What follows belongs to an exercise in optimizing a design on an open flow for small area; a production flow would make more cautious choices. Only simulation tests tie the RTL to the original design; equivalence was not proved. Power figures rest on the tool's default switching activity, not on a simulated workload.

`config.mk`:
```
export PLATFORM = sky130hd
export DESIGN_NAME = apb_bus_monitor
export DESIGN_NICKNAME = apb_bus_monitor
export VERILOG_FILES = /design/flow/design.v
export SDC_FILE = /design/flow/constraint.sdc
export NUM_CORES = 4
export LEC_CHECK = 0
export CAP_MARGIN = 10
export CORE_MARGIN = 2
export CORE_UTILIZATION = 45
export CTS_BUF_LIST = sky130_fd_sc_hd__clkbuf_4
export CTS_CLUSTER_DIAMETER = 35
export CTS_CLUSTER_SIZE = 10
export PLACE_DENSITY = 0.6
export SLEW_MARGIN = 10
export SYNTH_HIERARCHICAL = 1
export SYNTH_MINIMUM_KEEP_SIZE = 0
```
`constraint.sdc`:
```
create_clock -name core_clock -period 8.0 [get_ports {apb_if_monitor}]
set_input_delay 1.6000 -clock core_clock [delete_from_list [all_inputs] [get_ports {apb_if_monitor}]]
set_output_delay 1.6000 -clock core_clock [all_outputs]
set_load 0.01 [all_outputs]
```
`design.v`:
```
`default_nettype none
package apb_mon_pkg;
    typedef enum logic [1:0] {
        phase_idle   = 2'd0,
        phase_setup  = 2'd1,
        phase_access = 2'd2
    } apb_phase_t;
    typedef enum logic [1:0] {
        viol_no_enable        = 2'd0,
        viol_unstable         = 2'd1,
        viol_enable_held      = 2'd2,
        viol_enable_no_select = 2'd3
    } apb_viol_t;
    typedef logic [3:0] viol_vec_t;
    typedef logic [$clog2(64)-1:0] bin_idx_t;
endpackage
`default_nettype wire
`default_nettype none
module apb_bus_monitor (
    input  wire         apb_if_monitor,
    input  wire         rst,
    input  wire         presetn,
    input  wire         psel,
    input  wire         penable,
    input  wire         pwrite,
    input  wire [31:0]  paddr,
    input  wire [31:0]  pwdata,
    input  wire [31:0]  prdata,
    input  wire         pready,
    input  wire         pslverr,
    input  wire         wb_cyc,
    input  wire         wb_stb,
    input  wire         wb_we,
    input  wire [6:0]   wb_adr,
    input  wire [31:0]  wb_wdata,
    output logic        wb_ack,
    output logic [31:0] wb_rdata
);
    logic [1:0]  state;       
    logic        xfer_done;
    logic [5:0]  xfer_bin;
    logic [3:0]  viol_pulse;
    logic        cap_write;
    logic [31:0] cap_addr;
    logic [31:0] cap_wdata;
    logic       st_idle, st_setup, in_xfer, complete, changed, start;
    logic [1:0] state_next;
    logic [3:0] viol_now;
    assign st_idle  = (state == 2'd0);
    assign st_setup = (state == 2'd1);
    assign in_xfer  = (state == 2'd1) || (state == 2'd2);
    assign complete = in_xfer && psel && penable && pready;
    assign start    = st_idle && psel && !penable;
    assign changed  = (paddr != cap_addr) || (pwrite != cap_write) ||
                      (cap_write && (pwdata != cap_wdata));
    always_comb begin
        if (start)
            state_next = 2'd1;
        else if (psel && !complete && (st_setup ? penable : (state == 2'd2)))
            state_next = 2'd2;
        else
            state_next = 2'd0;
    end
    assign viol_now[0] = st_setup && !penable;
    assign viol_now[1] = in_xfer && psel && penable && changed;
    assign viol_now[2] = xfer_done && penable;
    assign viol_now[3] = penable && !psel;
    always_ff @(posedge apb_if_monitor) begin
        if (rst || !presetn) begin
            state      <= 2'd0;
            xfer_done  <= 1'b0;
            viol_pulse <= 4'd0;
        end else begin
            state      <= state_next;
            xfer_done  <= complete;
            viol_pulse <= viol_now;
        end
    end
    always_ff @(posedge apb_if_monitor) begin
        if (start) begin
            cap_write <= pwrite;
            cap_addr  <= paddr;
            cap_wdata <= pwdata;
        end
        if (complete) begin
            xfer_bin <= {pwrite, pslverr, paddr[31:28]};
        end
    end
    logic       wb_req, wr_flags, wr_ctrl, count_clear, count_enable;
    logic [3:0] flags_q;
    logic [3:0] clr_mask;
    assign wb_req      = wb_cyc && wb_stb && !wb_ack;
    assign wr_flags    = wb_req && wb_we && (wb_adr == 7'd64);
    assign wr_ctrl     = wb_req && wb_we && (wb_adr == 7'd66);
    assign count_clear = wr_ctrl && wb_wdata[1];
    assign clr_mask    = wr_flags ? wb_wdata[3:0] : 4'd0;
    always_ff @(posedge apb_if_monitor) begin
        if (rst) begin
            wb_ack       <= 1'b0;
            count_enable <= 1'b1;
            flags_q      <= 4'd0;
        end else begin
            wb_ack <= wb_req;
            if (wr_ctrl)
                count_enable <= wb_wdata[0];
            flags_q <= (flags_q & ~clr_mask) | viol_pulse;
        end
    end
    localparam int NR = 8;           
    localparam int NS = 64 / NR;     
    localparam int PW = $clog2(NS);  
    localparam int NQ = NS / 2;      
    localparam int QW = $clog2(NQ);
    logic [15:0]   ring [NR][NS];
    logic [PW-1:0] phase;
    logic [PW:0]   sweep;
    logic [5:0]    q_bin [NQ];
    logic [NQ-1:0] q_pend;
    logic [QW-1:0] q_wp;
    logic [15:0]   viol_total;
    logic          clear_all;
    logic          rec;
    logic [5:0]    pos;
    logic [63:0]   pos_hot;
    logic [15:0]   rd_raw;
    logic          rd_valid;
    logic [NQ-1:0] rd_match;
    logic [QW:0]   rd_cnt;
    logic [16:0]   rd_sum;
    logic [15:0]   rd;
    logic          head_valid;
    logic [NQ-1:0] q_due;
    assign clear_all = rst || count_clear;
    assign rec       = xfer_done && count_enable && !clear_all;
    assign pos       = {wb_adr[5:PW], PW'(phase - wb_adr[PW-1:0] - PW'(1))};
    apb_mon_dec6 u_dec_pos (.a(pos), .y(pos_hot));
    for (genvar b = 0; b < 16; b++) begin : g_rd_ring
        logic [63:0] col;
        for (genvar i = 0; i < 64; i++) begin : g_col
            assign col[i] = ring[i/NS][i%NS][b];
        end
        apb_mon_rd_bit u_rd_bit (.d(col), .s(pos_hot), .y(rd_raw[b]));
    end
    always_comb begin
        for (int i = 0; i < NQ; i++) begin
            rd_match[i] = q_pend[i] && (q_bin[i] == wb_adr[5:0]);
            q_due[i]    = q_pend[i] && (q_bin[i][PW-1:0] == phase);
        end
    end
    apb_mon_popcount #(.N(NQ)) u_rd_cnt (.a(rd_match), .y(rd_cnt));
    assign rd_valid = {1'b0, pos[PW-1:0]} < sweep;
    assign rd_sum   = {1'b0, rd_valid ? rd_raw : 16'd0} + 17'(rd_cnt);
    assign rd       = rd_sum[16] ? 16'hFFFF : rd_sum[15:0];
    assign head_valid = sweep[PW];
    for (genvar r = 0; r < NR; r++) begin : g_ring
        logic [NQ-1:0] due;
        logic [QW:0]   cnt;
        logic [16:0] sum;
        logic [15:0] head_new;
        for (genvar i = 0; i < NQ; i++) begin : g_due
            assign due[i] = q_due[i] && (q_bin[i][5:PW] == (6-PW)'(r));
        end
        apb_mon_popcount #(.N(NQ)) u_cnt (.a(due), .y(cnt));
        assign sum      = {1'b0, head_valid ? ring[r][NS-1] : 16'd0} + 17'(cnt);
        assign head_new = sum[16] ? 16'hFFFF : sum[15:0];
        always_ff @(posedge apb_if_monitor) begin
            ring[r][0] <= head_new;
            for (int i = 1; i < NS; i++)
                ring[r][i] <= ring[r][i-1];
        end
    end
    always_ff @(posedge apb_if_monitor) begin
        for (int i = 0; i < NQ; i++) begin
            if (clear_all)
                q_pend[i] <= 1'b0;
            else if (rec && (q_wp == QW'(i)))
                q_pend[i] <= 1'b1;
            else if (q_due[i])
                q_pend[i] <= 1'b0;
            if (rec && (q_wp == QW'(i)))
                q_bin[i] <= xfer_bin;
        end
        if (rst)
            q_wp <= '0;
        else if (rec)
            q_wp <= q_wp + QW'(1);
    end
    always_ff @(posedge apb_if_monitor) begin
        if (rst)
            phase <= '0;
        else
            phase <= phase + PW'(1);
        if (clear_all)
            sweep <= '0;
        else if (!sweep[PW])
            sweep <= sweep + (PW+1)'(1);
    end
    always_ff @(posedge apb_if_monitor) begin
        if (clear_all)
            viol_total <= 16'd0;
        else if (count_enable && (|viol_pulse) && (viol_total != 16'hFFFF))
            viol_total <= viol_total + 16'd1;
    end
    logic [15:0] read_word;
    logic [15:0] rdata_q;
    always_comb begin
        if (!wb_adr[6])
            read_word = rd;
        else begin
            case (wb_adr[5:0])
                6'd0:    read_word = {12'd0, flags_q};
                6'd1:    read_word = viol_total;
                6'd2:    read_word = {15'd0, count_enable};
                default: read_word = 16'd0;
            endcase
        end
    end
    always_ff @(posedge apb_if_monitor) begin
        rdata_q <= read_word;
    end
    assign wb_rdata = {16'd0, rdata_q};
endmodule
module apb_mon_dec6 (
    input  wire [5:0]  a,
    output logic [63:0] y
);
    always_comb begin
        for (int i = 0; i < 64; i++)
            y[i] = (a == 6'(i));
    end
endmodule
module apb_mon_popcount #(
    parameter int N = 8
) (
    input  wire [N-1:0]         a,
    output logic [$clog2(N):0]  y
);
    always_comb begin
        y = '0;
        for (int i = 0; i < N; i++)
            y = y + ($clog2(N)+1)'(a[i]);
    end
endmodule
module apb_mon_rd_bit (
    input  wire [63:0] d,
    input  wire [63:0] s,
    output wire        y
);
    wire [21:0] t;
    for (genvar k = 0; k < 21; k++) begin : g_aoi
        apb_mon_aoi222 u_aoi (
            .a0(d[3*k]),   .s0(s[3*k]),
            .a1(d[3*k+1]), .s1(s[3*k+1]),
            .a2(d[3*k+2]), .s2(s[3*k+2]),
            .y (t[k])
        );
    end
    assign t[21] = ~(d[63] & s[63]);
    assign y = ~&t;
endmodule
module apb_mon_aoi222 (
    input  wire a0, s0, a1, s1, a2, s2,
    output wire y
);
    assign y = ~((a0 & s0) | (a1 & s1) | (a2 & s2));
endmodule
`default_nettype wire
```
`flow/run.sh`:
```
#!/bin/bash
set -euo pipefail
export BUFFER_PORTS_ARGS="-buffer_cell sky130_fd_sc_hd__buf_1"
export CTS_ARGS="-sink_clustering_enable -repair_clock_nets -sink_clustering_size 10 -sink_clustering_max_diameter 35 -buf_list sky130_fd_sc_hd__clkbuf_4 -dont_use_dummy_load"
bash standard.sh > standard.log 2>&1
```
`standard.sh`:
```
#!/bin/bash
# synth_recipe.tcl (not shown) runs the flow's synth.tcl, then flattens the netlist and writes it again
# the make line also repeats each setting of config.mk as NAME=value (left out here)
make -C /OpenROAD-flow-scripts/flow DESIGN_CONFIG=/design/flow/config.mk WORK_HOME=/design/flow/orfs CLKGATE_MAP_FILE= SYNTH_SCRIPT=/design/flow/synth_recipe.tcl "${@:-finish}"
```
==> flow_metrics.tcl <==
set metrics [dict create \
    cell_internal_pwr_mw 6.98 \
    clock_path_buffers 3 \
    wl_per_cell_um 23.4 \
    clkTransAtPathRegs_ps 100 \
    power_frac_comb_pct 2.8 \
    fin_nets 3421 \
    rsz0062_at_grt "no" \
    htree_levels 4 \
    postRouteAntennaNets 0 \
    fin_crit_sh_pct 75.7 \
    setup_tns_ps 0 \
    grt_use_met2_pct 38.1 \
    finalNonFillerCells 4262 \
    finalPower_mw 9.01 \
    slew_headroom_pct 13.4 \
    ir_drop_uv 127 \
    final_area_mm2 0.0399 \
    wl_mm 99.6 \
    cts_setup_buffers 0 \
    finalMaxSlewViolations 0 \
    dp_hpwl_mm 70.0 \
    via_per_inst 5.95 \
    placed_area_mm2 0.0386 \
    finalWeightedCongestion 0.904 \
    synthCells 2905 \
    tritoncts "done" \
    antenna_found_initial 4 \
    die_x_um 289 \
    startpoint_type "primary input" \
    grt_pass1_wl_mm 150 \
    grt_max_degree 67 \
    p_per_area_mw_per_mm2 226 \
    die-area_mm2 0.0837 \
    setup_slack_ps 1940 \
    layout-drive-gt1-share_pct 8.42 \
    cts_resized 0 \
    status "finished clean" \
    switchingPower_mw 2.03 \
    leakage_nw 15.1 \
    cp.arrival_ps 6860 \
    start_util_pct 45.5 \
    cts_made_buffers 168 \
    syn-cell-area_mm2 0.0366 \
    grt_pass1_vias 25563 \
    cts_hold_buf 0 \
    synth_seq_cells 1177 \
    syn_area_per_cell_um2 12.6 \
    grtUsageMet1_pct 31.2 \
    root_buffer "clkbuf_4" \
    synth_flop_cell "dfxtp_1" \
    vias 25348 \
    power_frac_seq_pct 66.2 \
    place_ws_ps 954 \
    synth-seq-area-share_pct 66.9 \
    critPathMaxFanout 11 \
    core_mm2 0.0805 \
    max_cap_viol_count 0 \
    syn2layout_area_growth_pct 8.93 \
    clkLatencyLatePin_ps 1060 \
    clkPwrFrac_pct 31.0 \
    cp-end-kind "flip-flop" \
    worst_hold_path_type "flip-flop to flip-flop" \
    first_iter_violations 3295 \
    gr-usage-all-layers_pct 23.6 \
    worstMarginPinSlew_ps 1290 \
    use_met3_pct 4.41 \
    synth.distinct_cells 62 \
    max_freq_ghz 0.165 \
    port_buffers 102 \
    rows 104 \
    path_class "primary input to flip-flop" \
    dp.cells 4087 \
    postSynth.asyncResetShare_pct 0 \
    ys_warn_count 11 \
    clock_skew_ps 156 \
    ios 179 \
    cts.sinks 1177 \
    hold_viol 0 \
    grt_overflow 0 \
    drt_pre_antenna_iters 13 \
    setup_viol 0 \
    period_needed_ps 6060 \
    die_y_um 289 \
    required_ps 8800 \
    top_usage_layer "met2" \
    drc 0 \
    synth_edf_count 95 \
    swShare_pct 22.5 \
]
final cells by class:
| class | count | area, µm² |
|---|---|---|
| inverters | 89 | 335 |
| clock buffers | 168 | 1260 |
| well taps | 1060 | 1330 |
| multi-input cells | 1585 | 11500 |
| repair buffers | 177 | 947 |
| fillers | 7058 | 40700 |
| diodes | 6 | 15.0 |
| flip-flops and latches | 1177 | 24500 |
modules after synthesis (local to each module, per instance), a selection:
| module | cells | area, µm² | times used |
|---|---|---|---|
| apb_mon_dec6 | 95 | 465 | 1 |
| apb_bus_monitor | 2258 | 31400 | 1 |
| apb_mon_aoi222 | 1 | 10.0 | 336 |
| apb_mon_rd_bit | 9 | 51.3 | 16 |
cells in the final DEF (no fill, tap or decap), types with 5 or more instances in the layout:
master	instances
a211oi_1	17
a21o_1	14
a21oi_1	33
a222oi_1	336
a31oi_1	10
and2_1	24
and3_1	32
and4_1	8
buf_1	101
buf_4	75
clkbuf_4	168
conb_1	16
dfxtp_1	1081
diode_2	6
edfxtp_1	95
fa_1	19
ha_1	58
inv_1	88
mux2i_1	19
nand2_1	180
nand2b_1	28
nand3_1	73
nand4_1	91
nand4b_1	5
nand4bb_1	6
nor2_1	168
nor2b_1	20
nor3_1	22
nor3b_1	9
nor4_1	33
o211ai_1	9
o21ai_0	91
or2_2	7
or3_1	5
xnor2_1	91
xor2_1	113
Yosys cell counts (all sizes together), types with 17 or more instances:
cell       n  share of area, %
a211oi    17              0.35
a21oi     33              0.45
a222oi   336               9.2
and2      24              0.41
and3      32              0.55
buf       32              0.61
clkbuf    37              0.38
dfxtp   1082                59
edfxtp    95               7.8
fa        19               1.0
ha        58               2.0
inv       89              0.91
mux2i     19              0.52
nand2    180               1.8
nand2b    28              0.48
nand3     73               1.0
nand4     91               1.6
nor2     172               1.8
nor2b     20              0.34
nor3      23              0.33
nor4      35              0.68
o21ai     91               1.2
xnor2     92               2.2
xor2     113               2.7
critical path: stages:
cell	delay, ps
buf_1	120
inv_1	110
ha_1	220
fa_1	410
xnor2_2	540
buf_4	340
nand4bb_1	230
nor2_1	740
buf_4	340
a222oi_1	150
nand4_1	290
a211oi_1	90
nand2_1	110
and2_1	130
ha_1	270
a21oi_1	210
nor2_1	120
and2_1	190
and3_1	260
a21oi_1	250
o22ai_1	120
per-layer routing:
metal	vias to the layer above	wire length [µm]	share of wire, %
li1	11524	-	-
met3	181	8550	8.6
met4	2	3270	3.3
met2	1184	46300	46
met5	-	13	0.013
met1	12457	41400	42
state kept, by name, indices dropped and copies added (netlist names):
register      flops
wb_ack            1
count_enable      1
q_pend            4
cap_wdata        32
xfer_bin          6
sweep             4
viol_pulse        4
xfer_done         1
state             2
rdata_q          16
q_bin            24
viol_total       16
phase             3
cap_addr         32
flags_q           4
ring           1024
cap_write         1
q_wp              2
stage by stage:
step                      hold WS (ps)  utilization (%)
after floorplan                    330                -
after global placement             333             47.9
after detailed placement           335             47.9
after CTS                          206             49.5
after global routing               217             49.5
final                              233             49.5
logic make-up after synthesis:
kind of cell / Yosys count / synth area share (%)
fa+ha+maj: 77 / 3.02
other cells: 1 / 0.0102
buf+inv: 158 / 1.90
mux: 19 / 0.519
xor+xnor: 205 / 4.90
compound gates: 533 / 12.4
flops: 1177 / 66.9
simple gates: 735 / 10.3
power by group through the flow:
stage                     clock network, mW  registers [mW]  logic [mW]
after floorplan                           0            6.09       0.139
after global placement                    0            6.10       0.239
after detailed placement                  0            6.10       0.244
after CTS                              2.88            5.96       0.245
after global routing                   3.12            5.97       0.264
final                                  2.80            5.96       0.249
path summary, 6_finish.rpt:
check | to | cells past startpoint | from | slack, ps
max | rdata_q[1]$_DFF_P_ | 21 | wb_adr[0] | 1940
min | ring[36][12]$_DFF_P_ | 0 | ring[35][12]$_DFF_P_ | 230
max reg2reg | rdata_q[1]$_DFF_P_ | 19 | phase[0]$_SDFF_PP0_ | 2290
min reg2reg | ring[36][12]$_DFF_P_ | 0 | ring[35][12]$_DFF_P_ | 230

[port drivers added, routing unchanged]
The results above use ideal ports. As a check the final layout listed here was re-extracted and re-timed, cells and wires unchanged. Step 1, drivers: a clkbuf_16 drives apb_if_monitor and a buf_2 each remaining input, both assumed. Step 2, shift: input delay + t, output delay - t, t = (earliest + latest rising clock arrival at the registers) / 2. This alone moves slack from input paths to output paths. Three values: ideal, step 1, step 2; two values: the first two.
t (ns): 1.049
setup WS [ns]: 1.944 / 1.973 / 0.924
clock arrival spread, ns: 0.160 / 0.160
After both steps this run still meets setup and hold. For this run, drivers alone change the setup slack by +0.029 ns; drivers and shift together by -1.020 ns.
